What follows belongs to an exercise in optimizing a design on an open flow for small area; a production flow would make more cautious choices.
Function was checked by simulation only, so behaviour that the tests miss may differ from the original.
No activity file was given, so power comes from the tool's default toggle rates.

`design/flow/design.v`:
```
package note_pkg;
  localparam int NUM_LANES_DEF  = 5;
  localparam int DEPTH_DEF      = 8;
  localparam int SPEED_DEF      = 4;
  localparam int HIT_Y_DEF      = 440;
  localparam int HIT_WIN_DEF    = 12;
  localparam int NOTE_H_DEF     = 16;
  localparam int NOTE_W_DEF     = 48;
  localparam int LANE_X0_DEF    = 120;
  localparam int LANE_PITCH_DEF = 80;
  localparam logic [15:0] HIT_BASE = 16'd10;
  localparam int LANE_IDX_W = $clog2(NUM_LANES_DEF);
  typedef logic [LANE_IDX_W-1:0] lane_idx_t;
  function automatic logic [15:0] sat_add16(input logic [15:0] a, input logic [15:0] b);
    logic [16:0] sum;
    sum = {1'b0, a} + {1'b0, b};
    sat_add16 = sum[16] ? 16'hFFFF : sum[15:0];
  endfunction
  function automatic logic [7:0] sat_inc8(input logic [7:0] a);
    sat_inc8 = (a == 8'hFF) ? 8'hFF : a + 8'd1;
  endfunction
endpackage
module note_lane
#(
  parameter int DEPTH   = note_pkg::DEPTH_DEF,
  parameter int SPEED   = note_pkg::SPEED_DEF,
  parameter int HIT_Y   = note_pkg::HIT_Y_DEF,
  parameter int HIT_WIN = note_pkg::HIT_WIN_DEF
) (
  input  logic                   Clk,
  input  logic                   Reset_n,
  input  logic                   spawn,
  input  logic                   pop_hit,
  input  logic [6:0]             t_now,
  input  logic [6:0]             t_next,
  output logic                   full,
  output logic                   in_win,
  output logic                   miss_det,
  output logic [7*DEPTH-1:0]     stamps,
  output logic [$clog2(DEPTH):0] head,
  output logic [$clog2(DEPTH):0] tail
);
  localparam int PW = $clog2(DEPTH);
  localparam logic [6:0] AGE_LO = 7'((HIT_Y - HIT_WIN) / SPEED);
  localparam logic [6:0] AGE_HI = 7'((HIT_Y + HIT_WIN) / SPEED);
  logic [6:0]       st_r [DEPTH];
  logic [PW:0]      head_r;
  logic [PW:0]      tail_r;
  logic [6:0]       age_s;
  logic             empty_s;
  logic             push_s;
  logic             pop_s;
  always_comb begin
    empty_s  = (head_r == tail_r);
    full     = (head_r[PW-1:0] == tail_r[PW-1:0]) && (head_r[PW] != tail_r[PW]);
    age_s    = t_now - st_r[head_r[PW-1:0]];
    miss_det = !empty_s && (age_s > AGE_HI);
    in_win   = !empty_s && (age_s >= AGE_LO) && (age_s <= AGE_HI);
    push_s   = spawn && !full;
    pop_s    = (pop_hit && in_win) || miss_det;
  end
  always_ff @(posedge Clk or negedge Reset_n) begin
    if (!Reset_n) begin
      head_r <= '0;
      tail_r <= '0;
    end else begin
      if (push_s) tail_r <= tail_r + 1'b1;
      if (pop_s)  head_r <= head_r + 1'b1;
    end
  end
  always_ff @(posedge Clk) begin
    for (int j = 0; j < DEPTH; j++) begin
      if (push_s && (PW'(j) == tail_r[PW-1:0])) st_r[j] <= t_next;
    end
  end
  always_comb begin
    for (int j = 0; j < DEPTH; j++) stamps[7*j +: 7] = st_r[j];
    head = head_r;
    tail = tail_r;
  end
endmodule
module note_lane_engine
#(
  parameter int NUM_LANES  = note_pkg::NUM_LANES_DEF,
  parameter int DEPTH      = note_pkg::DEPTH_DEF,
  parameter int SPEED      = note_pkg::SPEED_DEF,
  parameter int HIT_Y      = note_pkg::HIT_Y_DEF,
  parameter int HIT_WIN    = note_pkg::HIT_WIN_DEF,
  parameter int NOTE_H     = note_pkg::NOTE_H_DEF,
  parameter int NOTE_W     = note_pkg::NOTE_W_DEF,
  parameter int LANE_X0    = note_pkg::LANE_X0_DEF,
  parameter int LANE_PITCH = note_pkg::LANE_PITCH_DEF
) (
  input  logic                         Clk,
  input  logic                         Reset_n,
  input  logic                         frame_clk,
  input  logic                         spawn_valid,
  input  logic [$clog2(NUM_LANES)-1:0] spawn_lane,
  output logic                         spawn_ready,
  input  logic [NUM_LANES-1:0]         lane_press,
  input  logic [9:0]                   DrawX,
  input  logic [9:0]                   DrawY,
  output logic [NUM_LANES-1:0]         is_note,
  output logic [NUM_LANES-1:0]         hit_pulse,
  output logic [NUM_LANES-1:0]         miss_pulse,
  output logic [15:0]                  score,
  output logic [7:0]                   combo
);
  localparam int PW   = $clog2(DEPTH);
  localparam int SPAN = NOTE_H / SPEED;
  logic [1:0]           frame_sync_r;
  logic                 frame_prev_r;
  logic [NUM_LANES-1:0] press_d_r;
  logic [NUM_LANES-1:0] press_prev_r;
  logic [NUM_LANES-1:0] pending_r;
  logic [NUM_LANES-1:0] hit_pulse_r;
  logic [NUM_LANES-1:0] miss_pulse_r;
  logic [15:0]          score_r;
  logic [7:0]           combo_r;
  logic [6:0]           t_r;
  logic                 tick_s;
  logic [NUM_LANES-1:0] rise_s;
  logic [NUM_LANES-1:0] grant_s;
  logic [NUM_LANES-1:0] hit_s;
  logic                 ghost_s;
  logic                 found_s;
  logic [NUM_LANES-1:0] spawn_en_s;
  logic [NUM_LANES-1:0] full_s;
  logic [NUM_LANES-1:0] in_win_s;
  logic [NUM_LANES-1:0] miss_s;
  logic [15:0]          score_nxt_s;
  logic [7:0]           combo_nxt_s;
  logic                 sel_s;
  logic [6:0]           t_next_s;
  logic [7*DEPTH-1:0]   stamps_s [NUM_LANES];
  logic [PW:0]          head_s   [NUM_LANES];
  logic [PW:0]          tail_s   [NUM_LANES];
  logic [NUM_LANES-1:0] x_ok_s;
  logic [7*DEPTH-1:0]   px_st_s;
  logic [PW:0]          px_head_s;
  logic [PW:0]          px_tail_s;
  logic [DEPTH-1:0]     px_live_s;
  logic [6:0]           f_q_s;
  logic [6:0]           d_s;
  logic                 px_hit_s;
  always_comb begin
    tick_s  = frame_sync_r[1] & ~frame_prev_r;
    rise_s  = press_d_r & ~press_prev_r;
    found_s = 1'b0;
    for (int i = 0; i < NUM_LANES; i++) begin
      grant_s[i] = pending_r[i] & ~found_s;
      found_s    = found_s | pending_r[i];
    end
    hit_s   = grant_s & in_win_s;
    ghost_s = (grant_s != {NUM_LANES{1'b0}}) && (hit_s == {NUM_LANES{1'b0}});
    spawn_ready = 1'b0;
    sel_s       = 1'b0;
    for (int i = 0; i < NUM_LANES; i++) begin
      sel_s         = (int'(spawn_lane) == i);
      spawn_ready   = spawn_ready | (sel_s & ~full_s[i]);
      spawn_en_s[i] = spawn_valid & sel_s & ~full_s[i];
    end
  end
  always_comb begin
    t_next_s = t_r + {6'd0, tick_s};
  end
  always_ff @(posedge Clk) begin
    t_r <= t_next_s;
  end
  always_comb begin
    score_nxt_s = score_r;
    combo_nxt_s = combo_r;
    if (hit_s != {NUM_LANES{1'b0}}) begin
      score_nxt_s = note_pkg::sat_add16(score_r, note_pkg::HIT_BASE + {8'd0, combo_r});
      combo_nxt_s = note_pkg::sat_inc8(combo_r);
    end
    if (ghost_s || (miss_s != {NUM_LANES{1'b0}})) begin
      combo_nxt_s = 8'd0;
    end
  end
  always_ff @(posedge Clk or negedge Reset_n) begin
    if (!Reset_n) begin
      frame_sync_r <= 2'b00;
      frame_prev_r <= 1'b0;
      press_d_r    <= {NUM_LANES{1'b0}};
      press_prev_r <= {NUM_LANES{1'b0}};
      pending_r    <= {NUM_LANES{1'b0}};
      hit_pulse_r  <= {NUM_LANES{1'b0}};
      miss_pulse_r <= {NUM_LANES{1'b0}};
      score_r      <= 16'd0;
      combo_r      <= 8'd0;
    end else begin
      frame_sync_r <= {frame_sync_r[0], frame_clk};
      frame_prev_r <= frame_sync_r[1];
      press_d_r    <= lane_press;
      press_prev_r <= press_d_r;
      pending_r    <= (pending_r & ~grant_s) | rise_s;
      hit_pulse_r  <= hit_s;
      miss_pulse_r <= miss_s;
      score_r      <= score_nxt_s;
      combo_r      <= combo_nxt_s;
    end
  end
  assign hit_pulse  = hit_pulse_r;
  assign miss_pulse = miss_pulse_r;
  assign score      = score_r;
  assign combo      = combo_r;
  for (genvar gi = 0; gi < NUM_LANES; gi++) begin : g_lane
    note_lane #(
      .DEPTH   (DEPTH),
      .SPEED   (SPEED),
      .HIT_Y   (HIT_Y),
      .HIT_WIN (HIT_WIN)
    ) u_lane (
      .Clk      (Clk),
      .Reset_n  (Reset_n),
      .spawn    (spawn_en_s[gi]),
      .pop_hit  (hit_s[gi]),
      .t_now    (t_r),
      .t_next   (t_next_s),
      .full     (full_s[gi]),
      .in_win   (in_win_s[gi]),
      .miss_det (miss_s[gi]),
      .stamps   (stamps_s[gi]),
      .head     (head_s[gi]),
      .tail     (tail_s[gi])
    );
  end
  always_comb begin
    px_st_s   = '0;
    px_head_s = '0;
    px_tail_s = '0;
    for (int i = 0; i < NUM_LANES; i++) begin
      x_ok_s[i] = (DrawX >= 10'(LANE_X0 + i * LANE_PITCH)) &&
                  (DrawX < 10'(LANE_X0 + i * LANE_PITCH + NOTE_W));
      px_st_s   = px_st_s   | (x_ok_s[i] ? stamps_s[i] : '0);
      px_head_s = px_head_s | (x_ok_s[i] ? head_s[i]   : '0);
      px_tail_s = px_tail_s | (x_ok_s[i] ? tail_s[i]   : '0);
    end
    for (int j = 0; j < DEPTH; j++) begin
      if (px_head_s[PW] == px_tail_s[PW])
        px_live_s[j] = (PW'(j) >= px_head_s[PW-1:0]) && (PW'(j) < px_tail_s[PW-1:0]);
      else
        px_live_s[j] = (PW'(j) >= px_head_s[PW-1:0]) || (PW'(j) < px_tail_s[PW-1:0]);
    end
    f_q_s    = t_r - DrawY[8:2];
    px_hit_s = 1'b0;
    for (int j = 0; j < DEPTH; j++) begin
      d_s      = px_st_s[7*j +: 7] - f_q_s;
      px_hit_s = px_hit_s | (px_live_s[j] && (d_s < 7'(SPAN)));
    end
    is_note = x_ok_s & {NUM_LANES{px_hit_s && !DrawY[9]}};
  end
endmodule
```
`design/flow/run.sh`:
```
#!/bin/bash
# synth_recipe.tcl (not shown) runs the flow's synth.tcl, then flattens the netlist and writes it again
# the make line also repeats each setting of config.mk as NAME=value (left out here)
make -C /OpenROAD-flow-scripts/flow DESIGN_CONFIG=/design/flow/config.mk WORK_HOME=/design/flow/orfs CLKGATE_MAP_FILE= SYNTH_SCRIPT=/design/flow/synth_recipe.tcl finish
```
`design/flow/config.mk`:
```
export PLATFORM = sky130hd
export DESIGN_NAME = note_lane_engine
export DESIGN_NICKNAME = note_lane_engine
export VERILOG_FILES = /design/flow/design.v
export SDC_FILE = /design/flow/constraint.sdc
export NUM_CORES = 4
export LEC_CHECK = 0
export CAP_MARGIN = 20
export CORE_MARGIN = 2
export CORE_UTILIZATION = 40
export SLEW_MARGIN = 20
```
`design/flow/constraint.sdc`:
```
create_clock -name core_clock -period 10.0 [get_ports {Clk}]
set_input_delay 2.0000 -clock core_clock [delete_from_list [all_inputs] [get_ports {Clk}]]
set_output_delay 2.0000 -clock core_clock [all_outputs]
set_load 0.01 [all_outputs]
```
==> summary.txt, run 1 <==
Outcome
  • Status: complete, no violations

Routing
  • Vias: 16317
  • Routed vias/inst: 6.33
  • Initial DRT Pass Iterations: 10
  • Post-DR wirelength/cell: 28.4 um
  • Drt initial violations: 2169
  • Routed wire length: 73300 um
  • Antenna Violating Nets Remaining: 0
  • DRC Markers: 0

Clock network
  • Cts repair resizes: 0
  • Hold-fix buffers, CTS: 0
  • Clk Latency, worst-skew pair: 0.59 ns
  • Root buffer cell: clkbuf_16
  • Post-CTS setup buffers: 0
  • Clk buf depth: 3
  • CTS tree: yes
  • Clock transition at path regs: 0.06 ns
  • Number of CTS-inserted buffers: 43
  • CTS Sinks: 379
  • H-Tree Level Count: 2

Synth
  • Post-synth ARST share: 24.3%
  • #FFs+latches synth: 379
  • Count leader, synth: edfxtp_1
  • Yosys cell types: 87
  • Number of synthesized flops with an enable pin: 280
  • Mapped Area: 0.0210 mm2
  • Mapped Avg Cell Area: 11.7 um2
  • Ys flop type: edfxtp_1
  • Dominant cells by area after synthesis: edfxtp_1 (40%), dfrtp_1 (11%), ha_1 (9.2%)
  • Synth Instances: 1790
  • Cell taking the most area after synthesis: edfxtp_1
  • Post-synth top area share: 40.0%
  • Syn_nets: 1984
  • Post-synthesis sequential area ratio: 51.6%
  • Top cells by count, synth: edfxtp_1 (280), ha_1 (155), nand2_1 (134)
  • Ys Warns: 6

Cells and area
  • Fin area: 0.0240 mm2
  • Area grow syn2layout: 14.1%
  • Final non-filler cell total: 2579
  • Nets: 2050
  • Fraction of layout cells with a size suffix above 1: 8.68%
  • Fill cells: 4731

Place
  • Gpl congestion: 0.967
  • Placed cell areas: 0.0226 mm2
  • I/O Buffers: 66
  • DP HPWL: 54500 um
  • Placed Cells: 2499

Die
  • Starting Density: 40.2%
  • Die Width: 233 um
  • Die ar.: 0.0544 mm2
  • Num rows: 84
  • IO Pins: 72
  • Core area: 0.0522 mm2
  • Die H: 233 um

Worst setup path
  • Cell-by-cell trace of the critical path: clkdlybuf4s50_1 > inv_1 > ha_1 > nor2b_1 > o21ai_0 > nand2b_1 > a21o_1 > a21oi_1 > xor2_1 > buf_4 > ha_1 > a21oi_1 > a21oi_1 > or3_1 > a21oi_1 > mux2i_1 > a2111oi_0 > a2111oi_2 > and4bb_4 > a211oi_2 > clkdlybuf4s50_1
  • Critical Path Sink Type: output port
  • Crit-path max FO: 5
  • Cell mode on critical path: a21oi_1
  • Critical path's top delay family: compound AO/OA/AOI/OAI gates
  • Slowest Stage Delay on Critical Path: 0.58 ns
  • Worst setup path class: input port to output port
  • Worst Setup Start Kind: input port
  • Critical path arrival: 7.22 ns
  • WP buf/inv: 4
  • Max stage delay cell, worst path: clkdlybuf4s50_1
  • Required arrival time at the worst endpoint: 8.00 ns

Power
  • Gate power share: 53.5%
  • Net switching power: 3.68 mW
  • Maximum vdd drop: 0.201 mV
  • Switching Share: 44.4%
  • Clk network pwr share: 18.9%
  • Internal power: 4.62 mW
  • Leakage power: 9.29 nW
  • Sequential share of power: 27.6%
  • Pwr Density: 346 mW/mm2

STA
  • Fin. max-slew vios: 0
  • Unrepaired setup endpoints after global routing: false
  • Worst Max-Slew Pin Slew: 1.13 ns
  • Tmin final: 9.22 ns
  • Post-route clock period utilization: 92.2%
  • Setup_tns: 0 ns
  • Final hold vios: 0
  • Final setup skew: 0.0320 ns
  • Slew Limit Headroom: 24.6%
  • Maximum clock rate: 0.109 GHz
  • Setup violators final: 0

Min path
  • HP Class: flip-flop to flip-flop

Global routing
  • First-pass GRT wire length: 106000 um
  • Largest net degree at the start of global routing: 57
  • Grt total ovfl: 0
  • Initial antenna violation count: 1
  • Vias in the first global route: 15565
  • GRT Util Overall: 26.9%

Job
  • Max_cap viols: 0
## logic make-up (layout without fill, tap and decap cells)
logic type	after synthesis	after routing	share of synthesized area, %
mux	43	43	2.23
compound gates	503	503	18.0
xor+xnor	90	90	3.82
simple gates	452	452	11.3
other cells	0	1	0
fa+ha+maj	166	166	10.1
flops	379	379	51.6
buf+inv	157	257	2.98
## state kept, by name, summed over array words and instances (netlist names)
signal	cells
miss_pulse_r	5
hit_pulse_r	5
frame_prev_r	1
frame_sync_r	2
g_lane.u_lane.head_r	20
g_lane.u_lane.st_r	280
pending_r	5
combo_r	8
g_lane.u_lane.tail_r	20
press_d_r	5
t_r	7
press_prev_r	5
score_r	16
## routing by layer
layer	track usage (%)	vias to the layer above	routed length, um
met3	5.04	125	6870
li1	-	7186	-
met2	41.4	846	32800
met1	37.1	8160	30500
met4	11.7	0	3180
met5	0	-	0
## stage by stage
step	util (%)	total power, mW	setup slack [ns]	hold slack, ns
after floorplan	-	5.24	2.22	0.331
after global placement	43.2	6.56	0.609	0.336
after detailed placement	43.2	6.68	0.538	0.335
after CTS	45.9	8.26	0.530	0.347
after global routing	45.9	8.82	0.499	0.369
final	45.9	8.30	0.784	0.348
## power groups by stage
stage | logic (mW) | registers (mW) | clock network, mW
floorplan | 3.03 | 2.21 | 0
global placement | 4.25 | 2.31 | 0
detailed placement | 4.36 | 2.31 | 0
CTS | 4.39 | 2.28 | 1.59
global route | 4.86 | 2.31 | 1.65
finish | 4.44 | 2.29 | 1.57
## final timing paths
| path | start | end | slack (ns) | cells after the start |
|---|---|---|---|---|
| max | DrawY[3] | is_note[0] | 0.78 | 21 |
| min | frame_sync_r[0] | frame_sync_r[1] | 0.35 | 0 |
| max reg2reg | g_lane[2].u_lane.head_r[1] | combo_r[7] | 3.86 | 18 |
| min reg2reg | frame_sync_r[0] | frame_sync_r[1] | 0.35 | 0 |
| max in group asynchronous | Reset_n | g_lane[4].u_lane.tail_r[0] | 7.40 | 2 |
| min in group asynchronous | Reset_n | miss_pulse_r[3] | 1.41 | 1 |
## layout make-up
type	instances	area [um2]	area share, %
Multi-Input combinational cell	1254	9640	40.2
Antenna cell	1	2.50	0.0104
Inverter	76	285	1.19
Clock inverter	25	244	1.02
Tap cell	688	861	3.59
Sequential cell	379	10900	45.3
Timing Repair Buffer	102	941	3.92
Clock buffer	54	1150	4.79
## placed cells by master, fill, tap and decap left out, types with 36 or more instances in the layout
master / count
a21oi_1: 64
a222oi_1: 76
a22oi_1: 66
and3_1: 52
buf_4: 36
clkbuf_16: 43
clkdlybuf4s50_1: 65
dfrtp_1: 92
edfxtp_1: 280
ha_1: 155
inv_1: 75
nand2_1: 133
nor2_1: 65
o21ai_0: 89
xnor2_1: 49
## worst register-to-register path, cell delays in order, from the launching register on
cell       delay, ns
dfrtp_1         0.46
inv_1           0.13
ha_1            0.67
nor2_1          0.26
nand2_1         0.42
nand4_1         0.25
o21ai_0         0.21
ha_1            0.29
nor2b_1         0.13
o21a_1          0.18
or3_1           0.35
a2111oi_0       0.46
o211ai_1        0.17
a2111oi_2       0.53
o21bai_1        0.18
or4b_1          0.14
buf_4           0.36
o211ai_1        0.45
a311oi_1        0.40
==> run 2, diff against run 1 <==
--- a/design/flow/design.v
+++ b/design/flow/design.v
@@ -52,6 +52,17 @@
   logic             pop_s;
-  always_comb begin
-    empty_s  = (head_r == tail_r);
-    full     = (head_r[PW-1:0] == tail_r[PW-1:0]) && (head_r[PW] != tail_r[PW]);
-    age_s    = t_now - st_r[head_r[PW-1:0]];
+  logic [DEPTH-1:0] head_oh_s;
+  logic [DEPTH-1:0] tail_oh_s;
+  logic [6:0]       head_st_s;
+  logic             same_s;
+  always_comb begin
+    for (int j = 0; j < DEPTH; j++) begin
+      head_oh_s[j] = (head_r[PW-1:0] == PW'(j));
+      tail_oh_s[j] = (tail_r[PW-1:0] == PW'(j));
+    end
+    head_st_s = '0;
+    for (int j = 0; j < DEPTH; j++) head_st_s = head_st_s | (head_oh_s[j] ? st_r[j] : 7'd0);
+    same_s   = (head_r[PW-1:0] == tail_r[PW-1:0]);
+    empty_s  = same_s && (head_r[PW] == tail_r[PW]);
+    full     = same_s && (head_r[PW] != tail_r[PW]);
+    age_s    = t_now - head_st_s;
     miss_det = !empty_s && (age_s > AGE_HI);
@@ -61,2 +72,10 @@
   end
+  function automatic logic [PW:0] inc_ptr(input logic [PW:0] p);
+    logic c;
+    c = 1'b1;
+    for (int b = 0; b <= PW; b++) begin
+      inc_ptr[b] = p[b] ^ c;
+      c          = c & p[b];
+    end
+  endfunction
   always_ff @(posedge Clk or negedge Reset_n) begin
@@ -66,4 +85,4 @@
     end else begin
-      if (push_s) tail_r <= tail_r + 1'b1;
-      if (pop_s)  head_r <= head_r + 1'b1;
+      if (push_s) tail_r <= inc_ptr(tail_r);
+      if (pop_s)  head_r <= inc_ptr(head_r);
     end
@@ -72,3 +91,3 @@
     for (int j = 0; j < DEPTH; j++) begin
-      if (push_s && (PW'(j) == tail_r[PW-1:0])) st_r[j] <= t_next;
+      if (push_s && tail_oh_s[j]) st_r[j] <= t_next;
     end
@@ -144,2 +163,3 @@
   logic [6:0]           d_s;
+  logic [6:0]           g_s;
   logic                 px_hit_s;
@@ -170,11 +190,9 @@
   always_comb begin
-    score_nxt_s = score_r;
-    combo_nxt_s = combo_r;
-    if (hit_s != {NUM_LANES{1'b0}}) begin
-      score_nxt_s = note_pkg::sat_add16(score_r, note_pkg::HIT_BASE + {8'd0, combo_r});
-      combo_nxt_s = note_pkg::sat_inc8(combo_r);
-    end
-    if (ghost_s || (miss_s != {NUM_LANES{1'b0}})) begin
-      combo_nxt_s = 8'd0;
-    end
+    logic [16:0] sum;
+    logic        any_hit;
+    any_hit     = (hit_s != {NUM_LANES{1'b0}});
+    sum         = {1'b0, score_r} + {8'd0, any_hit ? (9'(note_pkg::HIT_BASE) + {1'b0, combo_r}) : 9'd0};
+    score_nxt_s = sum[16] ? 16'hFFFF : sum[15:0];
+    combo_nxt_s = combo_r + {7'd0, any_hit && (combo_r != 8'hFF)};
+    if (ghost_s || (miss_s != {NUM_LANES{1'b0}})) combo_nxt_s = 8'd0;
   end
@@ -246,6 +264,10 @@
     f_q_s    = t_r - DrawY[8:2];
+    g_s      = DrawY[8:2] - t_r;
     px_hit_s = 1'b0;
     for (int j = 0; j < DEPTH; j++) begin
-      d_s      = px_st_s[7*j +: 7] - f_q_s;
-      px_hit_s = px_hit_s | (px_live_s[j] && (d_s < 7'(SPAN)));
+      d_s = px_st_s[7*j +: 7];
+      px_hit_s = px_hit_s | (px_live_s[j] &&
+        ((d_s[2] ^ g_s[2]) == ((d_s[1] & g_s[1]) | ((d_s[1] | g_s[1]) & d_s[0] & g_s[0]))) &&
+        ((d_s[3] ^ g_s[3]) == (d_s[2] | g_s[2])) && ((d_s[4] ^ g_s[4]) == (d_s[3] | g_s[3])) &&
+        ((d_s[5] ^ g_s[5]) == (d_s[4] | g_s[4])) && ((d_s[6] ^ g_s[6]) == (d_s[5] | g_s[5])));
     end
==> design/flow/flow/run.sh (new file) <==
#!/bin/bash
# Own layout flow: the standard flow (standard synthesis unchanged) with
# a leaner clock tree and port buffers.
#   - clock tree: clkbuf_8 leaves over larger sink clusters, no dummy loads
#   - port buffers: the smallest buffer; repair_design upsizes where needed
# Each tool's full output goes to ORFS's own logs under orfs/logs; make's
# output goes to standard.log here.
set -euo pipefail
export CTS_ARGS="-sink_clustering_enable -repair_clock_nets -dont_use_dummy_load -buf_list sky130_fd_sc_hd__clkbuf_8 -sink_clustering_size 20 -sink_clustering_max_diameter 60"
export BUFFER_PORTS_ARGS="-buffer_cell sky130_fd_sc_hd__buf_1"
bash standard.sh > standard.log 2>&1
==> design/flow/standard.sh (new file) <==
#!/bin/bash
# synth_recipe.tcl (not shown) runs the flow's synth.tcl, then flattens the netlist and writes it again
# the make line also repeats each setting of config.mk as NAME=value (left out here)
make -C /OpenROAD-flow-scripts/flow DESIGN_CONFIG=/design/flow/config.mk WORK_HOME=/design/flow/orfs CLKGATE_MAP_FILE= SYNTH_SCRIPT=/design/flow/synth_recipe.tcl "${@:-finish}"
removed: design/flow/run.sh
==> summary.txt, run 2 <==
Routing
  • Post-DR wirelength/cell: 28.4 um
  • Vias: 14775
  • DRC Markers: 0
  • Routed vias/inst: 6.28
  • Initial DRT Pass Iterations: 10
  • Antenna Violating Nets Remaining: 0
  • Drt initial violations: 2319
  • Routed wire length: 66900 um

Synth
  • Yosys cell types: 72
  • Post-synthesis sequential area ratio: 54.0%
  • Cell taking the most area after synthesis: edfxtp_1
  • #FFs+latches synth: 379
  • Mapped Area: 0.0201 mm2
  • Dominant cells by area after synthesis: edfxtp_1 (42%), dfrtp_1 (11%), ha_1 (8.8%)
  • Top cells by count, synth: edfxtp_1 (280), nand2_1 (166), ha_1 (142)
  • Ys Warns: 6
  • Mapped Avg Cell Area: 12.3 um2
  • Post-synth ARST share: 24.3%
  • Post-synth top area share: 41.9%
  • Synth Instances: 1636
  • Syn_nets: 1817
  • Number of synthesized flops with an enable pin: 280
  • Ys flop type: edfxtp_1
  • Count leader, synth: edfxtp_1

STA
  • Final Worst Setup Slack: 1.95 ns
  • Tmin final: 8.05 ns
  • Setup violators final: 0
  • Fin. max-slew vios: 0
  • Final setup skew: 0.113 ns
  • Maximum clock rate: 0.124 GHz
  • Slew Limit Headroom: 18.5%
  • Setup_tns: 0 ns
  • Final hold vios: 0
  • Worst Max-Slew Pin Slew: 1.22 ns
  • Post-route clock period utilization: 80.5%
  • WHS: 0.355 ns
  • Unrepaired setup endpoints after global routing: false

Global routing
  • Grt total ovfl: 0
  • First-pass GRT wire length: 95300 um
  • Initial antenna violation count: 0
  • GRT Util Overall: 25.1%
  • Largest net degree at the start of global routing: 66
  • Vias in the first global route: 14159

Cells and area
  • Commonest cells after routing, fill and taps aside: edfxtp_1 (280), nand2_1 (166), ha_1 (140)
  • Biggest regs: g_lane.u_lane.st_r x280, g_lane.u_lane.head_r x20, g_lane.u_lane.tail_r x20
  • Fraction of layout cells with a size suffix above 1: 5.77%
  • Top reg by flops: g_lane.u_lane.st_r
  • Fin area: 0.0216 mm2
  • Antenna cells: 0
  • Nets: 1865
  • Final non-filler cell total: 2354
  • Fill cells: 4646
  • Area grow syn2layout: 7.72%
  • Max reg flops: 280
  • Final core occ: 43.4%
  • Most common cell after layout, fill and taps aside: edfxtp_1

Power
  • Post-layout power: 7.14 mW
  • Maximum vdd drop: 0.193 mV
  • Leakage power: 8.30 nW
  • Pwr Density: 330 mW/mm2

Place
  • I/O Buffers: 66
  • Placed cell areas: 0.0211 mm2
  • Gpl congestion: 1.01
  • DP HPWL: 48300 um
  • Placed Cells: 2318
  • Place WS: 2.02 ns

Die
  • IO Pins: 72
  • Die Width: 228 um
  • Die H: 228 um
  • Die ar.: 0.0520 mm2
  • Core area: 0.0499 mm2
  • Num rows: 82
  • Starting Density: 40.3%

Worst setup path
  • Critical path arrival: 6.05 ns
  • Required arrival time at the worst endpoint: 8.00 ns
  • Crit-path max FO: 65
  • Critical Path Sink Type: output port
  • Worst Setup Start Kind: input port
  • Worst setup path class: input port to output port

Job
  • Max_cap viols: 0

Clock network
  • CTS tree: yes
  • Clk Latency, worst-skew pair: 0.65 ns
  • Post-CTS setup buffers: 0
  • CTS Sinks: 379
  • Cts repair resizes: 0
  • Root buffer cell: clkbuf_8
  • Clock transition at path regs: 0.09 ns
  • H-Tree Level Count: 2
  • Number of CTS-inserted buffers: 36
  • Clk buf depth: 3
  • Hold-fix buffers, CTS: 0

Min path
  • HP Class: flip-flop to flip-flop

Outcome
  • Status: complete, no violations
-- run 2: cell types whose count changed after synthesis, sizes merged, moves of 19 or more --
| cell | change |
|---|---|
| o21ai | -41 |
| a222oi | +28 |
| xnor2 | +26 |
| a221oi | +37 |
| nand2 | +32 |
| nor2 | -25 |
| xor2 | +22 |
| a21oi | -19 |
-- run 2: area by class of cell --
class,instances,area [um2],share of cell area (%)
Sequential cell,379,10900,50.2
Inverter,77,289,1.34
Clock buffer,36,495,2.29
Timing Repair Buffer,81,377,1.74
Tap cell,672,841,3.89
Multi-Input combinational cell,1109,8780,40.6
-- run 2: worst paths after layout --
path,startpoint,to,slack [ns],cells after the start
max,DrawX[4],is_note[1],1.95,15
min,frame_sync_r[0],frame_sync_r[1],0.36,0
max reg2reg,g_lane[2].u_lane.head_r[0],score_r[15],2.19,27
min reg2reg,frame_sync_r[0],frame_sync_r[1],0.36,0
max in group asynchronous,Reset_n,press_d_r[0],7.36,2
min in group asynchronous,Reset_n,score_r[12],1.38,1
-- run 2: cell families (layout without fill, tap and decap cells) --
logic type / count (synthesis) / in the layout / synth area share, %
compound gates: 407 / 407 / 16.3
simple gates: 380 / 380 / 9.35
flops: 379 / 379 / 54.0
fa+ha+maj: 160 / 160 / 10.1
buf+inv: 148 / 194 / 2.87
xor+xnor: 137 / 137 / 5.98
mux: 25 / 25 / 1.36
-- run 2: per-layer routing --
metal	up-vias	GRT usage (%)	part of all wire (%)
met4	0	10.2	4.4
met2	819	39.2	45
li1	6454	-	-
met5	-	0	0
met1	7388	34.3	41
met3	114	4.74	9.7
-- run 2: where the power goes --
| part | switching (mW) | internal (mW) |
|---|---|---|
| sequential | 0.284 | 2.01 |
| combinational | 2.53 | 1.48 |
| clock | 0.524 | 0.323 |
-- run 2: worst max-delay path, stage by stage --
cell and delay, ns:
buf_1 0.13, o31a_1 0.34, nor4_2 0.33, buf_4 0.69, a22oi_1 0.30, nand2_1 0.24
a221oi_1 0.08, ha_1 0.34, xnor2_1 0.14, nor3_1 0.08, o2111a_1 0.17, a41o_1 0.22
nor4_2 0.63, nor3b_1 0.12, buf_1 0.17
==> run 3, diff against run 2 <==
==> design/flow/flow/run.sh (replaced) <==
#!/bin/bash
# Own layout flow: the standard flow (standard synthesis unchanged) with
# a leaner clock tree and port buffers.
#   - clock tree: clkbuf_16 leaves over larger sink clusters, no dummy loads
#   - port buffers: the smallest buffer; repair_design upsizes where needed
# Each tool's full output goes to ORFS's own logs under orfs/logs; make's
# output goes to standard.log here.
set -euo pipefail
export CTS_ARGS="-sink_clustering_enable -repair_clock_nets -dont_use_dummy_load -buf_list sky130_fd_sc_hd__clkbuf_16 -sink_clustering_size 30 -sink_clustering_max_diameter 100"
export BUFFER_PORTS_ARGS="-buffer_cell sky130_fd_sc_hd__buf_1"
bash standard.sh > standard.log 2>&1
--- a/design/flow/config.mk
+++ b/design/flow/config.mk
@@ -9,3 +9,3 @@
 export CORE_MARGIN = 2
-export CORE_UTILIZATION = 40
+export CORE_UTILIZATION = 60
 export SLEW_MARGIN = 20
==> summary.txt, run 3 <==
Synth
  • Mapped Avg Cell Area: 12.3 um2
  • Yosys cell types: 72
  • Ys flop type: edfxtp_1
  • Synth Instances: 1636
  • Ys Warns: 6
  • Post-synthesis sequential area ratio: 54.0%
  • Dominant cells by area after synthesis: edfxtp_1 (42%), dfrtp_1 (11%), ha_1 (8.8%)
  • Syn_nets: 1817
  • Top cells by count, synth: edfxtp_1 (280), nand2_1 (166), ha_1 (142)
  • Count leader, synth: edfxtp_1
  • Post-synth top area share: 41.9%
  • Cell taking the most area after synthesis: edfxtp_1
  • #FFs+latches synth: 379
  • Post-synth ARST share: 24.3%
  • Number of synthesized flops with an enable pin: 280
  • Mapped Area: 0.0201 mm2

Worst setup path
  • Max stage delay cell, worst path: o32ai_4
  • Slowest Stage Delay on Critical Path: 0.85 ns
  • Critical Path Sink Type: output port
  • Crit-path max FO: 46
  • Critical path arrival: 6.13 ns
  • Worst setup path class: input port to output port
  • WP buf/inv: 3
  • Number of cells on the critical path: 13
  • R2R depth: 27
  • Cell-by-cell trace of the critical path: buf_1 > o21a_1 > o32ai_4 > buf_4 > a222oi_1 > nand2_1 > nor2_1 > nor3_1 > nor4_1 > a41o_1 > nor4_2 > nor3b_1 > buf_1
  • Cell mode on critical path: buf_1
  • Worst Setup Start Kind: input port
  • Critical path's top delay family: simple AND/OR/NAND/NOR gates
  • Required arrival time at the worst endpoint: 8.00 ns

Routing
  • DRC Markers: 0
  • Post-DR wirelength/cell: 30.3 um
  • Routed wire length: 63800 um
  • Vias: 14839
  • Drt initial violations: 2452
  • Initial DRT Pass Iterations: 11
  • Routed vias/inst: 7.04
  • Antenna Violating Nets Remaining: 0

Global routing
  • First-pass GRT wire length: 91700 um
  • Initial antenna violation count: 0
  • Grt total ovfl: 0
  • Vias in the first global route: 14044
  • GRT Util Overall: 35.9%
  • Largest net degree at the start of global routing: 69

STA
  • Unrepaired setup endpoints after global routing: false
  • WHS: 0.375 ns
  • Worst Max-Slew Pin Slew: 1.22 ns
  • Final hold vios: 0
  • Setup violators final: 0
  • Tmin final: 8.13 ns
  • Post-route clock period utilization: 81.3%
  • Final Worst Setup Slack: 1.87 ns
  • Final setup skew: 0.0619 ns
  • Maximum clock rate: 0.123 GHz
  • Fin. max-slew vios: 0
  • Slew Limit Headroom: 18.1%
  • Setup_tns: 0 ns

Die
  • Num rows: 66
  • Core area: 0.0328 mm2
  • IO Pins: 72
  • Die H: 187 um
  • Die Width: 187 um
  • Die ar.: 0.0349 mm2
  • Starting Density: 61.2%

Place
  • Placed cell areas: 0.0208 mm2
  • Gpl congestion: 0.959
  • I/O Buffers: 66
  • Place WS: 2.04 ns
  • DP HPWL: 46800 um

Cells and area
  • Top reg by flops: g_lane.u_lane.st_r
  • Commonest cells after routing, fill and taps aside: edfxtp_1 (280), nand2_1 (166), ha_1 (142)
  • Fraction of layout cells with a size suffix above 1: 4.62%
  • Area grow syn2layout: 5.88%
  • Fin area: 0.0213 mm2
  • Nets: 1848
  • Biggest regs: g_lane.u_lane.st_r x280, g_lane.u_lane.head_r x20, g_lane.u_lane.tail_r x20
  • Max reg flops: 280
  • Antenna cells: 0
  • Most common cell after layout, fill and taps aside: edfxtp_1
  • Fill cells: 2574

Clock network
  • Number of CTS-inserted buffers: 17
  • CTS Sinks: 379
  • Clock transition at path regs: 0.12 ns
  • Post-CTS setup buffers: 0
  • Hold-fix buffers, CTS: 0
  • Clk Latency, worst-skew pair: 0.55 ns
  • Cts repair resizes: 0
  • Root buffer cell: clkbuf_16
  • Clk buf depth: 3
  • H-Tree Level Count: 1
  • CTS tree: yes

Power
  • Leakage power: 8.26 nW
  • Pwr Density: 331 mW/mm2
  • Maximum vdd drop: 0.220 mV

Min path
  • HP Class: flip-flop to flip-flop
  • Hold path depth: 0

Outcome
  • Status: complete, no violations

Job
  • Max_cap viols: 0
[run 3: cell counts after synthesis]
No cell type changed its count.
[run 3: worst reg2reg max path, delay by kind of cell (launching register included)]
family | cells | cell delay, ns
AOI/OAI and AO/OA | 13 | 3.82
and+or+nand+nor | 8 | 1.61
adders and majority gates | 3 | 1.08
DFF | 1 | 0.51
buffers and inverters | 2 | 0.35
muxes | 1 | 0.33
[run 3: where the power goes]
group	internal, mW	leakage, nW	total [mW]	switching (mW)
sequential	2.00	3.86	2.25	0.242
clock	0.309	0.209	0.786	0.477
combinational	1.47	4.19	4.00	2.53
[run 3: layout make-up]
type                            instances  area (um2)  area share [%]
Inverter                               77         289            1.36
Tap cell                              442         553            2.60
Timing Repair Buffer                   83         379            1.78
Sequential cell                       379       10900            51.0
Clock buffer                           17         425            2.00
Multi-Input combinational cell       1109        8760            41.2
[run 3: metal layers]
metal	share of wire, %	track usage [%]
met5	0	0
met4	4.6	14.0
met1	39	50.1
met3	11	6.36
met2	45	56.4
[run 3: worst paths after layout]
check	from	end	slack, ns
worst max-delay path	DrawX[4]	is_note[3]	1.87
max in group asynchronous	Reset_n	press_prev_r[2]	7.32
worst min-delay path	frame_sync_r[0]	frame_sync_r[1]	0.37
worst max register to register	g_lane[2].u_lane.head_r[0]	score_r[15]	2.16
min in group asynchronous	Reset_n	score_r[0]	1.39
worst min register to register	frame_sync_r[0]	frame_sync_r[1]	0.37
[run 3: cells by family after synthesis]
logic type	after synthesis	synth area share, %
AO/OA/AOI/OAI	407	16.3
AND/OR/NAND/NOR	380	9.35
flip-flops	379	54.0
adder cells (fa/ha/maj)	160	10.1
buffers and inverters	148	2.87
XOR/XNOR	137	5.98
multiplexers	25	1.36
[run 3: stage by stage]
step,power (mW),cells,util (%)
floorplan,4.94,1636,-
global placement,6.08,2090,63.5
detailed placement,6.18,2090,63.5
CTS,6.96,2107,64.8
global route,7.46,2107,64.8
finish,7.03,2107,64.8
==> run 4, diff against run 3 <==
--- a/design/flow/flow/run.sh
+++ b/design/flow/flow/run.sh
@@ -8,3 +8,3 @@
 set -euo pipefail
-export CTS_ARGS="-sink_clustering_enable -repair_clock_nets -dont_use_dummy_load -buf_list sky130_fd_sc_hd__clkbuf_16 -sink_clustering_size 30 -sink_clustering_max_diameter 100"
+export CTS_ARGS="-sink_clustering_enable -repair_clock_nets -dont_use_dummy_load -buf_list sky130_fd_sc_hd__clkbuf_16 -sink_clustering_size 20 -sink_clustering_max_diameter 50"
 export BUFFER_PORTS_ARGS="-buffer_cell sky130_fd_sc_hd__buf_1"
==> summary.txt, run 4 <==
Global routing
  • First-pass GRT wire length: 92800 um
  • Vias in the first global route: 14238
  • Largest net degree at the start of global routing: 69
  • Grt total ovfl: 0
  • GRT Util Overall: 36.5%
  • Initial antenna violation count: 0

Synth
  • Post-synthesis sequential area ratio: 54.0%
  • Mapped Area: 0.0201 mm2
  • Post-synth ARST share: 24.3%
  • Ys Warns: 6
  • Number of synthesized flops with an enable pin: 280
  • Yosys cell types: 72
  • Count leader, synth: edfxtp_1
  • Cell taking the most area after synthesis: edfxtp_1
  • Ys flop type: edfxtp_1
  • #FFs+latches synth: 379
  • Mapped Avg Cell Area: 12.3 um2
  • Synth Instances: 1636
  • Syn_nets: 1817
  • Top cells by count, synth: edfxtp_1 (280), nand2_1 (166), ha_1 (142)
  • Dominant cells by area after synthesis: edfxtp_1 (42%), dfrtp_1 (11%), ha_1 (8.8%)
  • Post-synth top area share: 41.9%

STA
  • Fin. max-slew vios: 0
  • Tmin final: 8.09 ns
  • Slew Limit Headroom: 21.7%
  • Final setup skew: 0.0415 ns
  • Maximum clock rate: 0.124 GHz
  • Post-route clock period utilization: 80.9%
  • Worst Max-Slew Pin Slew: 1.15 ns
  • Final hold vios: 0
  • Unrepaired setup endpoints after global routing: false
  • Setup_tns: 0 ns
  • Setup violators final: 0

Clock network
  • Hold-fix buffers, CTS: 0
  • CTS Sinks: 379
  • Clk buf depth: 3
  • Cts repair resizes: 0
  • Clock transition at path regs: 0.04 ns
  • H-Tree Level Count: 2
  • Number of CTS-inserted buffers: 38
  • CTS tree: yes
  • Post-CTS setup buffers: 0
  • Root buffer cell: clkbuf_16
  • Clk Latency, worst-skew pair: 0.55 ns

Routing
  • M1 WL: 24600 um
  • DRC Markers: 0
  • Drt initial violations: 2406
  • Total length of routed met3 wires: 7420 um
  • Routed vias/inst: 7.08
  • Antenna Violating Nets Remaining: 0
  • Post-DR wirelength/cell: 30.3 um
  • Vias: 15069
  • Top sig layer: met4
  • Initial DRT Pass Iterations: 10
  • Routed wire length: 64400 um
  • Met2 WL: 29300 um

Die
  • IO Pins: 72
  • Die H: 187 um
  • Starting Density: 61.2%
  • Die ar.: 0.0349 mm2
  • Die Width: 187 um
  • Num rows: 66
  • Core area: 0.0328 mm2

Cells and area
  • FF/Latch Area: 0.0109 mm2
  • Final core occ: 66.5%
  • Nets: 1869
  • Top reg by flops: g_lane.u_lane.st_r
  • Final non-filler cell total: 2128
  • Commonest cells after routing, fill and taps aside: edfxtp_1 (280), nand2_1 (166), ha_1 (142)
  • Max reg flops: 280
  • Biggest regs: g_lane.u_lane.st_r x280, g_lane.u_lane.head_r x20, g_lane.u_lane.tail_r x20
  • Fill cells: 2505
  • Fraction of layout cells with a size suffix above 1: 5.87%
  • Most common cell after layout, fill and taps aside: edfxtp_1
  • Area of the multi-input gates: 0.00877 mm2
  • Fin area: 0.0218 mm2
  • Antenna cells: 0
  • Area grow syn2layout: 8.54%

Place
  • Placed cell areas: 0.0208 mm2
  • I/O Buffers: 66
  • Placed Cells: 2090
  • DP HPWL: 46800 um
  • Gpl congestion: 0.959

Power
  • Maximum vdd drop: 0.221 mV
  • Pwr Density: 343 mW/mm2
  • Post-layout power: 7.48 mW
  • Leakage power: 8.53 nW

Job
  • Max_cap viols: 0

Worst setup path
  • Worst setup path class: input port to output port
  • Critical Path Sink Type: output port
  • Worst setup startpoint: DrawX[4]
  • Crit-path max FO: 46
  • Worst Setup Start Kind: input port
  • Required arrival time at the worst endpoint: 8.00 ns
  • FF-to-FF Start: g_lane[2].u_lane.head_r[0]
  • Critical path arrival: 6.09 ns

Outcome
  • Status: complete, no violations

Min path
  • HP Class: flip-flop to flip-flop
  • Worst hold start: frame_sync_r[0]
## run 4: metrics by stage
| step | hold slack [ns] | setup WS, ns |
|---|---|---|
| final | 0.357 | 1.91 |
| after global routing | 0.362 | 1.72 |
| after CTS | 0.361 | 2.03 |
| after detailed placement | 0.342 | 2.04 |
| after global placement | 0.344 | 2.05 |
| after floorplan | 0.331 | 2.73 |
## run 4: critical path: stages
cell and delay (ns):
buf_1 0.14, o21a_1 0.29, o32ai_4 0.84, buf_4 0.59, a222oi_1 0.19, nand2_1 0.35
nor2_1 0.15, nor3_1 0.26, nor4_1 0.10, a41o_1 0.22, nor4_2 0.66, nor3b_1 0.11
buf_1 0.17
## run 4: path summary, 6_finish.rpt
kind | to | slack [ns] | cells past startpoint
max in group asynchronous | g_lane[2].u_lane.tail_r[3] | 7.26 | 2
min | frame_sync_r[1] | 0.36 | 0
max reg2reg | score_r[15] | 2.27 | 27
min reg2reg | frame_sync_r[1] | 0.36 | 0
min in group asynchronous | combo_r[5] | 1.39 | 1
max | is_note[4] | 1.91 | 13
## run 4: where the power goes
part           internal (mW)  switching, mW  leakage, nW
combinational           1.48           2.53         4.20
sequential              2.01          0.243         3.86
clock                  0.667          0.557        0.468
## run 4: final cells by class
type | instances | share of cell area (%)
clock buffer | 38 | 4.36
inverter | 77 | 1.33
multi-input combinational | 1109 | 40.2
sequential | 379 | 49.8
tap | 442 | 2.54
timing repair buffer | 83 | 1.74
## run 4: cell families after synthesis
group	after synthesis	synth area share [%]
adder cells (fa/ha/maj)	160	10.1
AND/OR/NAND/NOR	380	9.35
multiplexers	25	1.36
flip-flops	379	54.0
XOR/XNOR	137	5.98
AO/OA/AOI/OAI	407	16.3
buffers and inverters	148	2.87
## run 4: routing by layer
layer	track usage (%)	vias up
met1	50.0	7437
met3	7.19	165
met5	0	-
met4	14.4	0
li1	-	6475
met2	57.6	992
==> run 5, diff against run 4 <==
==> design/flow/flow/run.sh (replaced) <==
#!/bin/bash
# Own layout flow: the standard flow (standard synthesis unchanged) with
# a leaner clock tree and port buffers.
#   - clock tree: clkbuf_8 leaves over larger sink clusters, no dummy loads
#   - port buffers: the smallest buffer; repair_design upsizes where needed
# Each tool's full output goes to ORFS's own logs under orfs/logs; make's
# output goes to standard.log here.
set -euo pipefail
export CTS_ARGS="-sink_clustering_enable -repair_clock_nets -dont_use_dummy_load -buf_list sky130_fd_sc_hd__clkbuf_8 -sink_clustering_size 12 -sink_clustering_max_diameter 40"
export BUFFER_PORTS_ARGS="-buffer_cell sky130_fd_sc_hd__buf_1"
bash standard.sh > standard.log 2>&1
==> summary.txt, run 5 <==
Synth
  • Dominant cells by area after synthesis: edfxtp_1 (42%), dfrtp_1 (11%), ha_1 (8.8%)
  • Post-synth ARST share: 24.3%
  • Top cells by count, synth: edfxtp_1 (280), nand2_1 (166), ha_1 (142)
  • Mapped Area: 0.0201 mm2
  • Ys flop type: edfxtp_1
  • Cell taking the most area after synthesis: edfxtp_1
  • Post-synth top area share: 41.9%
  • Ys Warns: 6
  • Number of synthesized flops with an enable pin: 280
  • Synth Instances: 1636
  • Yosys cell types: 72
  • Syn_nets: 1817
  • Count leader, synth: edfxtp_1
  • Mapped Avg Cell Area: 12.3 um2
  • #FFs+latches synth: 379
  • Post-synthesis sequential area ratio: 54.0%

Worst setup path
  • WP buf/inv: 3
  • Critical path's top delay family: simple AND/OR/NAND/NOR gates
  • Critical Path Sink Type: output port
  • Slowest Stage Delay on Critical Path: 0.84 ns
  • Worst setup path class: input port to output port
  • FF-to-FF Start: g_lane[2].u_lane.head_r[0]
  • Required arrival time at the worst endpoint: 8.00 ns
  • Crit-path max FO: 46
  • Cell mode on critical path: buf_1
  • Max stage delay cell, worst path: o32ai_4
  • Cell-by-cell trace of the critical path: buf_1 > o21a_1 > o32ai_4 > buf_4 > a222oi_1 > nand2_1 > nor2_1 > nor3_1 > nor4_1 > a41o_1 > nor4_2 > nor3b_1 > buf_1
  • Worst setup startpoint: DrawX[4]
  • R2r setup slk: 2.27 ns
  • Worst Setup Start Kind: input port
  • Critical path arrival: 6.15 ns

STA
  • Final hold vios: 0
  • Final setup skew: 0.0650 ns
  • Slew Limit Headroom: 17.6%
  • Unrepaired setup endpoints after global routing: false
  • Worst Max-Slew Pin Slew: 1.21 ns
  • Setup violators final: 0
  • Fin. max-slew vios: 0
  • Tmin final: 8.15 ns
  • Final Worst Setup Slack: 1.85 ns
  • WHS: 0.365 ns
  • Post-route clock period utilization: 81.5%
  • Setup_tns: 0 ns
  • Maximum clock rate: 0.123 GHz

Die
  • Core area: 0.0328 mm2
  • Die Width: 187 um
  • Num rows: 66
  • Die H: 187 um
  • Starting Density: 61.2%
  • Die ar.: 0.0349 mm2
  • IO Pins: 72

Cells and area
  • Fraction of layout cells with a size suffix above 1: 6.59%
  • Commonest cells after routing, fill and taps aside: edfxtp_1 (280), nand2_1 (166), ha_1 (142)
  • Biggest regs: g_lane.u_lane.st_r x280, g_lane.u_lane.head_r x20, g_lane.u_lane.tail_r x20
  • Fin area: 0.0215 mm2
  • Fill cells: 2549
  • Most common cell after layout, fill and taps aside: edfxtp_1
  • Area grow syn2layout: 7.30%
  • Nets: 1882
  • Final core occ: 65.7%
  • Top reg by flops: g_lane.u_lane.st_r
  • Max reg flops: 280
  • Antenna cells: 0

Place
  • I/O Buffers: 66
  • DP HPWL: 46800 um
  • Gpl congestion: 0.959
  • Place WS: 2.04 ns
  • Placed cell areas: 0.0208 mm2

Clock network
  • Post-CTS setup buffers: 0
  • Hold-fix buffers, CTS: 0
  • Clock transition at path regs: 0.05 ns
  • Clk buf depth: 3
  • Root buffer cell: clkbuf_8
  • Number of CTS-inserted buffers: 51
  • Cts repair resizes: 0
  • H-Tree Level Count: 2
  • CTS Sinks: 379
  • Clk Latency, worst-skew pair: 0.65 ns
  • CTS tree: yes

Job
  • Max_cap viols: 0

Routing
  • Post-DR wirelength/cell: 30.0 um
  • Drt initial violations: 2419
  • Antenna Violating Nets Remaining: 0
  • Routed vias/inst: 6.95
  • Routed wire length: 64200 um
  • Initial DRT Pass Iterations: 14
  • Vias: 14890
  • DRC Markers: 0

Power
  • Leakage power: 8.43 nW
  • Pwr Density: 336 mW/mm2
  • Maximum vdd drop: 0.209 mV

Global routing
  • Initial antenna violation count: 0
  • Largest net degree at the start of global routing: 69
  • First-pass GRT wire length: 92500 um
  • Vias in the first global route: 14276
  • Grt total ovfl: 0
  • GRT Util Overall: 36.5%

Min path
  • HP Class: flip-flop to flip-flop
  • Worst hold start: frame_sync_r[0]

Outcome
  • Status: complete, no violations
[run 5: cell types whose count changed in the layout (fill, tap and decap cells not counted), sizes merged]
cell,previous run,this run
clkbuf,39,52
[run 5: through the flow]
stage	cells	power [mW]
final	2141	7.23
after global routing	2141	7.67
after CTS	2141	7.17
after detailed placement	2090	6.18
after global placement	2090	6.08
after floorplan	1636	4.94
[run 5: per-layer routing]
layer	vias to the layer above	wire length, um	global-route usage (%)
met5	-	0	0
met4	0	2810	15.1
met3	139	7340	8.57
met2	926	29300	57.3
met1	7335	24800	49.1
li1	6490	-	-
[run 5: final timing paths]
| path | endpoint | depth (start not counted) |
|---|---|---|
| max | is_note[3] | 13 |
| min | frame_sync_r[1] | 0 |
| max reg2reg | score_r[15] | 27 |
| min reg2reg | frame_sync_r[1] | 0 |
| max in group asynchronous | g_lane[2].u_lane.tail_r[3] | 2 |
| min in group asynchronous | score_r[0] | 1 |
[run 5: where the power goes]
group,internal (mW),switching (mW),leakage (nW)
registers,2.01,0.241,3.86
clock network,0.448,0.543,0.367
logic,1.47,2.52,4.20
[run 5: area by class of cell]
| type | count | area [um2] | share of cell area (%) |
|---|---|---|---|
| Sequential cell | 379 | 10900 | 50.4 |
| Inverter | 77 | 289 | 1.34 |
| Clock buffer | 51 | 702 | 3.26 |
| Timing Repair Buffer | 83 | 379 | 1.76 |
| Multi-Input combinational cell | 1109 | 8770 | 40.7 |
| Tap cell | 442 | 553 | 2.57 |
[run 5: cells by family (layout without fill, tap and decap cells)]
group / after synthesis / in the layout / synth area share [%]
simple gates: 380 / 380 / 9.35
mux: 25 / 25 / 1.36
compound gates: 407 / 407 / 16.3
flops: 379 / 379 / 54.0
buf+inv: 148 / 211 / 2.87
xor+xnor: 137 / 137 / 5.98
fa+ha+maj: 160 / 160 / 10.1
[run 5: worst reg2reg max path: cells and delay by family, from the launching register on]
family	cells	cell delay, ns
simple gates	8	1.59
mux	1	0.33
buf+inv	2	0.34
compound gates	13	3.78
flops	1	0.48
fa+ha+maj	3	1.08
==> run 6, diff against run 5 <==
==> design/flow/run.sh (new file) <==
#!/bin/bash
# synth_recipe.tcl (not shown) runs the flow's synth.tcl, then flattens the netlist and writes it again
# the make line also repeats each setting of config.mk as NAME=value (left out here)
make -C /OpenROAD-flow-scripts/flow DESIGN_CONFIG=/design/flow/config.mk WORK_HOME=/design/flow/orfs CLKGATE_MAP_FILE= SYNTH_SCRIPT=/design/flow/synth_recipe.tcl finish
--- a/design/flow/config.mk
+++ b/design/flow/config.mk
@@ -9,3 +9,3 @@
 export CORE_MARGIN = 2
-export CORE_UTILIZATION = 60
+export CORE_UTILIZATION = 40
 export SLEW_MARGIN = 20
removed: design/flow/flow/run.sh
removed: design/flow/standard.sh
==> summary.txt, run 6 <==
Job
  • Max_cap viols: 0

STA
  • Fin. max-slew vios: 0
  • Final setup skew: 0.0279 ns
  • Maximum clock rate: 0.116 GHz
  • Slew Limit Headroom: 29.1%
  • Setup violators final: 0
  • Tmin final: 8.65 ns
  • Worst Max-Slew Pin Slew: 1.06 ns
  • WHS: 0.364 ns
  • Setup_tns: 0 ns
  • Final hold vios: 0
  • Final Worst Setup Slack: 1.35 ns
  • Unrepaired setup endpoints after global routing: false
  • Post-route clock period utilization: 86.5%

Routing
  • Post-DR wirelength/cell: 28.5 um
  • Routed wire length: 68300 um
  • Vias: 15040
  • DRC Markers: 0
  • Initial DRT Pass Iterations: 10
  • Routed vias/inst: 6.27
  • Antenna Violating Nets Remaining: 0
  • Drt initial violations: 2552

Place
  • Gpl congestion: 0.957
  • Place WS: 1.43 ns
  • Placed Cells: 2323
  • DP HPWL: 49300 um
  • I/O Buffers: 66

Synth
  • Count leader, synth: edfxtp_1
  • Mapped Area: 0.0201 mm2
  • Number of synthesized flops with an enable pin: 280
  • #FFs+latches synth: 379
  • Post-synth top area share: 41.9%
  • Ys flop type: edfxtp_1
  • Post-synthesis sequential area ratio: 54.0%
  • Dominant cells by area after synthesis: edfxtp_1 (42%), dfrtp_1 (11%), ha_1 (8.8%)
  • Mapped Avg Cell Area: 12.3 um2
  • Post-synth ARST share: 24.3%
  • Ys Warns: 6
  • Cell taking the most area after synthesis: edfxtp_1
  • Top cells by count, synth: edfxtp_1 (280), nand2_1 (166), ha_1 (142)
  • Syn_nets: 1817
  • Synth Instances: 1636
  • Yosys cell types: 72

Cells and area
  • Nets: 1876
  • Biggest regs: g_lane.u_lane.st_r x280, g_lane.u_lane.head_r x20, g_lane.u_lane.tail_r x20
  • Max reg flops: 280
  • Final core occ: 45.9%
  • Antenna cells: 0
  • Most common cell after layout, fill and taps aside: edfxtp_1
  • Fraction of layout cells with a size suffix above 1: 7.12%
  • Final non-filler cell total: 2400
  • Commonest cells after routing, fill and taps aside: edfxtp_1 (280), nand2_1 (166), ha_1 (140)
  • Area grow syn2layout: 14.0%
  • Top reg by flops: g_lane.u_lane.st_r
  • Fill cells: 4489

Global routing
  • First-pass GRT wire length: 98100 um
  • Initial antenna violation count: 0
  • Grt total ovfl: 0
  • Largest net degree at the start of global routing: 69
  • GRT Util Overall: 25.8%
  • Vias in the first global route: 14283

Clock network
  • Clk Latency, worst-skew pair: 0.59 ns
  • Root buffer cell: clkbuf_16
  • CTS Sinks: 379
  • Clock transition at path regs: 0.05 ns
  • CTS tree: yes
  • Post-CTS setup buffers: 0
  • Clk buf depth: 3
  • Hold-fix buffers, CTS: 0
  • Cts repair resizes: 0
  • Number of CTS-inserted buffers: 42
  • H-Tree Level Count: 2

Worst setup path
  • Worst setup path class: input port to output port
  • Worst Setup Start Kind: input port
  • Cell mode on critical path: clkdlybuf4s50_1
  • Slowest Stage Delay on Critical Path: 0.80 ns
  • Critical Path Sink Type: output port
  • Max stage delay cell, worst path: and4_4
  • Crit-path max FO: 65
  • R2r setup slk: 2.35 ns
  • Required arrival time at the worst endpoint: 8.00 ns
  • Cell-by-cell trace of the critical path: clkdlybuf4s50_1 > nand3_1 > and4_4 > a22oi_1 > nand2_1 > a221oi_1 > ha_1 > xnor2_1 > nor3_1 > o2111a_1 > a41o_1 > nor4_2 > nor3b_1 > clkdlybuf4s50_1
  • Critical path arrival: 6.65 ns

Power
  • Maximum vdd drop: 0.202 mV
  • Pwr Density: 342 mW/mm2
  • Leakage power: 8.87 nW

Outcome
  • Status: complete, no violations

Die
  • Starting Density: 40.3%
  • IO Pins: 72
  • Die ar.: 0.0520 mm2
  • Core area: 0.0499 mm2
  • Num rows: 82
  • Die Width: 228 um
  • Die H: 228 um

Min path
  • HP Class: flip-flop to flip-flop
run 6: cell counts after synthesis:
No cell type changed its count.
run 6: path summary, 6_finish.rpt:
check / startpoint / endpoint / depth (start not counted)
max: DrawX[3] / is_note[4] / 14
min: frame_sync_r[0] / frame_sync_r[1] / 0
max reg2reg: g_lane[2].u_lane.head_r[1] / score_r[15] / 27
min reg2reg: frame_sync_r[0] / frame_sync_r[1] / 0
max in group asynchronous: Reset_n / g_lane[2].u_lane.tail_r[2] / 2
min in group asynchronous: Reset_n / score_r[15] / 1
run 6: final cells by class:
type	count	area, um2	area share (%)
flip-flops and latches	379	10900	47.4
inverters	77	289	1.26
clock buffers	58	1150	5.03
well taps	672	841	3.67
repair buffers	86	833	3.64
clock inverters	19	151	0.661
multi-input cells	1109	8770	38.3
run 6: per-stage QoR:
step / area, um2 / total power, mW
global placement: 21600 / 6.18
CTS: 22900 / 7.80
global route: 22900 / 8.30
detailed placement: 21600 / 6.29
floorplan: 20100 / 4.94
finish: 22900 / 7.84
run 6: cells by family (layout without fill, tap and decap cells):
kind of cell	after synthesis	after routing	share of synthesized area, %
and+or+nand+nor	380	380	9.35
xor gates and xnor gates	137	137	5.98
adders and majority gates	160	160	10.1
AOI/OAI and AO/OA	407	407	16.3
muxes	25	25	1.36
DFF	379	379	54.0
buffers and inverters	148	240	2.87
run 6: critical path, delay by kind of cell:
kind / cells / cell delay [ns]
buf+inv: 2 / 1.06
fa+ha+maj: 1 / 0.32
compound gates: 4 / 0.78
xor+xnor: 1 / 0.15
simple gates: 6 / 2.24
run 6: metal layers:
metal | part of all wire (%) | global-route usage (%) | up-vias
li1 | - | - | 6518
met1 | 40 | 36.1 | 7587
met2 | 46 | 39.7 | 823
met3 | 10 | 4.25 | 112
met4 | 4.4 | 11.0 | 0
met5 | 0 | 0 | -
run 6: power by group:
group / switching (mW) / leakage, nW / internal (mW)
combinational: 2.53 / 4.37 / 1.52
clock: 0.667 / 0.641 / 0.838
sequential: 0.268 / 3.86 / 2.01
total: 3.46 / 8.87 / 4.37
==> run 7, diff against run 6 <==
==> design/flow/flow/run.sh (new file) <==
#!/bin/bash
# Own layout flow: the standard flow with three changes.
#   - synthesis: the same ORFS synthesis script (same registers and names),
#     but ABC maps for area (flow/abc_area.script) instead of for speed, and
#     adders are not given the Kogge-Stone carry map
#   - clock tree: larger sink clusters, no dummy loads
#   - port buffers: the smallest buffer; repair_design upsizes where needed
# Each tool's full output goes to ORFS's own logs under orfs/logs; make's
# output goes to standard.log here.
set -euo pipefail
W=$PWD
# synthesis script: synth_recipe.tcl with abc's script swapped
{
  echo 'proc abc {args} {'
  echo '  set i [lsearch $args -script]'
  echo "  lset args [expr {\$i + 1}] $W/flow/abc_area.script"
  echo '  yosys abc {*}$args'
  echo '}'
  cat synth_recipe.tcl
} > synth_area.tcl
sed "s#SYNTH_SCRIPT=[^ ]*#SYNTH_SCRIPT=$W/synth_area.tcl#" standard.sh > standard_area.sh
grep -q "SYNTH_SCRIPT=$W/synth_area.tcl" standard_area.sh
export SYNTH_OPERATIONS_ARGS="-nordff"
export CTS_ARGS="-sink_clustering_enable -repair_clock_nets -dont_use_dummy_load -buf_list sky130_fd_sc_hd__clkbuf_4 -sink_clustering_size 10 -sink_clustering_max_diameter 40"
export BUFFER_PORTS_ARGS="-buffer_cell sky130_fd_sc_hd__buf_1"
bash standard_area.sh > standard.log 2>&1
==> design/flow/flow/abc_area.script (new file) <==
&get -n
&st
&dch
&nf
&st
&syn2
&dch
&nf
&st
&dch -f
&nf -a
&put
==> design/flow/standard.sh (new file) <==
#!/bin/bash
# synth_recipe.tcl (not shown) runs the flow's synth.tcl, then flattens the netlist and writes it again
# the make line also repeats each setting of config.mk as NAME=value (left out here)
make -C /OpenROAD-flow-scripts/flow DESIGN_CONFIG=/design/flow/config.mk WORK_HOME=/design/flow/orfs CLKGATE_MAP_FILE= SYNTH_SCRIPT=/design/flow/synth_recipe.tcl "${@:-finish}"
--- a/design/flow/config.mk
+++ b/design/flow/config.mk
@@ -9,3 +9,3 @@
 export CORE_MARGIN = 2
-export CORE_UTILIZATION = 40
+export CORE_UTILIZATION = 60
 export SLEW_MARGIN = 20
removed: design/flow/run.sh
==> summary.txt, run 7 <==
Synth
  • Simple-Gate Fraction of Synth Area: 8.95%
  • Mapped Avg Cell Area: 13.1 um2
  • Dominant cells by area after synthesis: edfxtp_1 (44%), dfrtp_1 (12%), ha_1 (9.5%)
  • Cell taking the most area after synthesis: edfxtp_1
  • Post-synth ARST share: 24.3%
  • Adder-cell share of the synthesized area: 12.4%
  • Synth Area in XOR/XNOR: 5.78%
  • Ys Warns: 6
  • #FFs+latches synth: 379
  • Synth Area in Compound Gates: 14.5%
  • Mux share of post-synthesis cell area: 0.111%
  • Synth Instances: 1474
  • Post-synth top area share: 43.7%
  • Top cells by count, synth: edfxtp_1 (280), ha_1 (146), a222oi_1 (129)
  • Yosys cell types: 52
  • Largest family of logic cells by synthesized area: compound AO/OA/AOI/OAI gates
  • Syn_nets: 1675
  • Mapped Area: 0.0192 mm2
  • Number of synthesized flops with an enable pin: 280
  • Ys flop type: edfxtp_1
  • Post-synthesis sequential area ratio: 56.4%
  • Count leader, synth: edfxtp_1

Die
  • Die Width: 183 um
  • Core area: 0.0316 mm2
  • Die ar.: 0.0335 mm2
  • Starting Density: 61.0%
  • IO Pins: 72
  • Num rows: 65
  • Die H: 183 um

Global routing
  • First-pass GRT wire length: 95000 um
  • GRT Util Overall: 40.4%
  • Largest net degree at the start of global routing: 78
  • Vias in the first global route: 14157
  • Grt total ovfl: 0
  • Initial antenna violation count: 3

Worst setup path
  • Worst setup path class: input port to output port
  • FF-to-FF Start: g_lane[2].u_lane.head_r[0]
  • R2R depth: 29
  • Required arrival time at the worst endpoint: 8.00 ns
  • Critical Path Sink Type: output port
  • WP buf/inv: 3
  • Worst Setup Start Kind: input port
  • Max stage delay cell, worst path: a222oi_1
  • Critical path arrival: 6.45 ns
  • R2r setup slk: 1.94 ns
  • Cell-by-cell trace of the critical path: buf_1 > nand2_1 > o2111a_2 > a222oi_1 > clkinv_1 > a221oi_1 > ha_1 > xor2_1 > nor4_1 > o41ai_2 > nor2b_1 > buf_1
  • Crit-path max FO: 36
  • Cell mode on critical path: buf_1
  • Critical path's top delay family: compound AO/OA/AOI/OAI gates
  • Worst R2R End: score_r[1]
  • Slowest Stage Delay on Critical Path: 0.83 ns

Clock network
  • Hold-fix buffers, CTS: 0
  • Post-CTS setup buffers: 0
  • Clk buf depth: 3
  • CTS Sinks: 379
  • CTS tree: yes
  • Clock transition at path regs: 0.09 ns
  • H-Tree Level Count: 2
  • Root buffer cell: clkbuf_4
  • Cts repair resizes: 0
  • Number of CTS-inserted buffers: 53
  • Clk Latency, worst-skew pair: 0.78 ns

Min path
  • Worst hold start: press_d_r[0]
  • Worst Hold Endpoint: press_prev_r[0]
  • Hold path depth: 0
  • HP Class: flip-flop to flip-flop

Cells and area
  • Area grow syn2layout: 7.90%
  • Nets: 1828
  • Most common cell after layout, fill and taps aside: edfxtp_1
  • Fraction of layout cells with a size suffix above 1: 5.97%
  • Fill cells: 2427
  • Top reg by flops: g_lane.u_lane.st_r
  • Commonest cells after routing, fill and taps aside: edfxtp_1 (280), ha_1 (145), a222oi_1 (129)
  • Final non-filler cell total: 2029
  • Max reg flops: 280
  • Biggest regs: g_lane.u_lane.st_r x280, g_lane.u_lane.head_r x20, g_lane.u_lane.tail_r x20

Job
  • Max_cap viols: 0

Routing
  • Vias: 14659
  • M1 WL: 23900 um
  • Routed wire length: 67200 um
  • Post-DR wirelength/cell: 33.1 um
  • Total length of routed met3 wires: 9490 um
  • Routed vias/inst: 7.22
  • Antenna Violating Nets Remaining: 0
  • DRC Markers: 0
  • Top sig layer: met5
  • Drt initial violations: 2791
  • Initial DRT Pass Iterations: 12
  • Met2 WL: 29100 um

STA
  • Maximum clock rate: 0.118 GHz
  • Fin. max-slew vios: 0
  • Final Worst Setup Slack: 1.55 ns
  • Setup violators final: 0
  • Unrepaired setup endpoints after global routing: false
  • Final hold vios: 0
  • Worst Max-Slew Pin Slew: 1.10 ns
  • Final setup skew: 0.114 ns
  • Post-route clock period utilization: 84.5%
  • Setup_tns: 0 ns
  • Tmin final: 8.45 ns
  • Slew Limit Headroom: 26.7%

Place
  • Gpl congestion: 1.00
  • DP HPWL: 48100 um
  • Placed Cells: 1973
  • Place WS: 1.67 ns
  • I/O Buffers: 66

Power
  • Pwr Density: 321 mW/mm2
  • Maximum vdd drop: 0.195 mV
  • Leakage power: 7.96 nW

Outcome
  • Status: complete, no violations
[run 7: cell families (layout without fill, tap and decap cells)]
kind of cell | count (synthesis) | count (layout)
AND/OR/NAND/NOR | 341 | 341
adder cells (fa/ha/maj) | 178 | 178
buffers and inverters | 97 | 248
flip-flops | 379 | 379
other | 0 | 2
AO/OA/AOI/OAI | 350 | 350
XOR/XNOR | 127 | 127
multiplexers | 2 | 2
[run 7: worst max-delay path by stage]
| stage | cells after the start | slack (ns) | startpoint | to |
|---|---|---|---|---|
| 5_1_grt | 29 | 1.28 | g_lane[2].u_lane.head_r[0] | score_r[1] |
| 3_5_place_dp | 15 | 1.67 | DrawX[8] | is_note[3] |
| 3_3_place_gp | 15 | 1.73 | DrawX[8] | is_note[3] |
| 4_1_cts | 15 | 1.64 | DrawX[8] | is_note[3] |
| 6_report | 12 | 1.55 | DrawX[3] | is_note[3] |
| 2_1_floorplan | 12 | 1.18 | DrawX[9] | is_note[3] |
[run 7: power by group]
part	switching [mW]	internal [mW]
Clock	0.501	0.242
Combinational	2.29	1.38
Sequential	0.240	2.02
[run 7: worst register-to-register path: cells and delay by family (launching register included)]
kind / cells / cell delay [ns]
buf+inv: 1 / 0.17
flops: 1 / 0.57
simple gates: 9 / 2.43
fa+ha+maj: 5 / 1.39
xor+xnor: 1 / 0.25
compound gates: 13 / 3.16
[run 7: area by class of cell]
cell class	count	area, um2	share of cell area [%]
Tap cell	402	503	2.42
Timing Repair Buffer	98	515	2.48
Antenna cell	2	5.00	0.0241
Clock buffer	53	398	1.92
Sequential cell	379	10900	52.2
Multi-Input combinational cell	998	8130	39.2
Inverter	97	364	1.75
[run 7: layer usage]
layer,global-route usage [%],up-vias
li1,-,6108
met1,53.3,7096
met4,24.7,5
met3,11.2,228
met5,1.04,-
met2,59.8,1222
[run 7: stage by stage]
stage          power [mW]  hold slack, ns  util (%)  instance area (um2)
2_1_floorplan        4.62           0.331         -                19300
3_3_place_gp         5.69           0.335      64.4                20300
3_5_place_dp         5.82           0.347      64.4                20300
4_1_cts              6.56           0.317      65.7                20700
5_1_grt              7.07           0.308      65.8                20800
6_report             6.67           0.313      65.8                20800

Check on run 7: ideal ports give 1.552 ns setup slack; a clkbuf_16 on the clock port and buf_2 on the inputs give 1.528 ns; moving port delays by the midpoint clock arrival (0.774 ns) as well gives 1.528 ns.
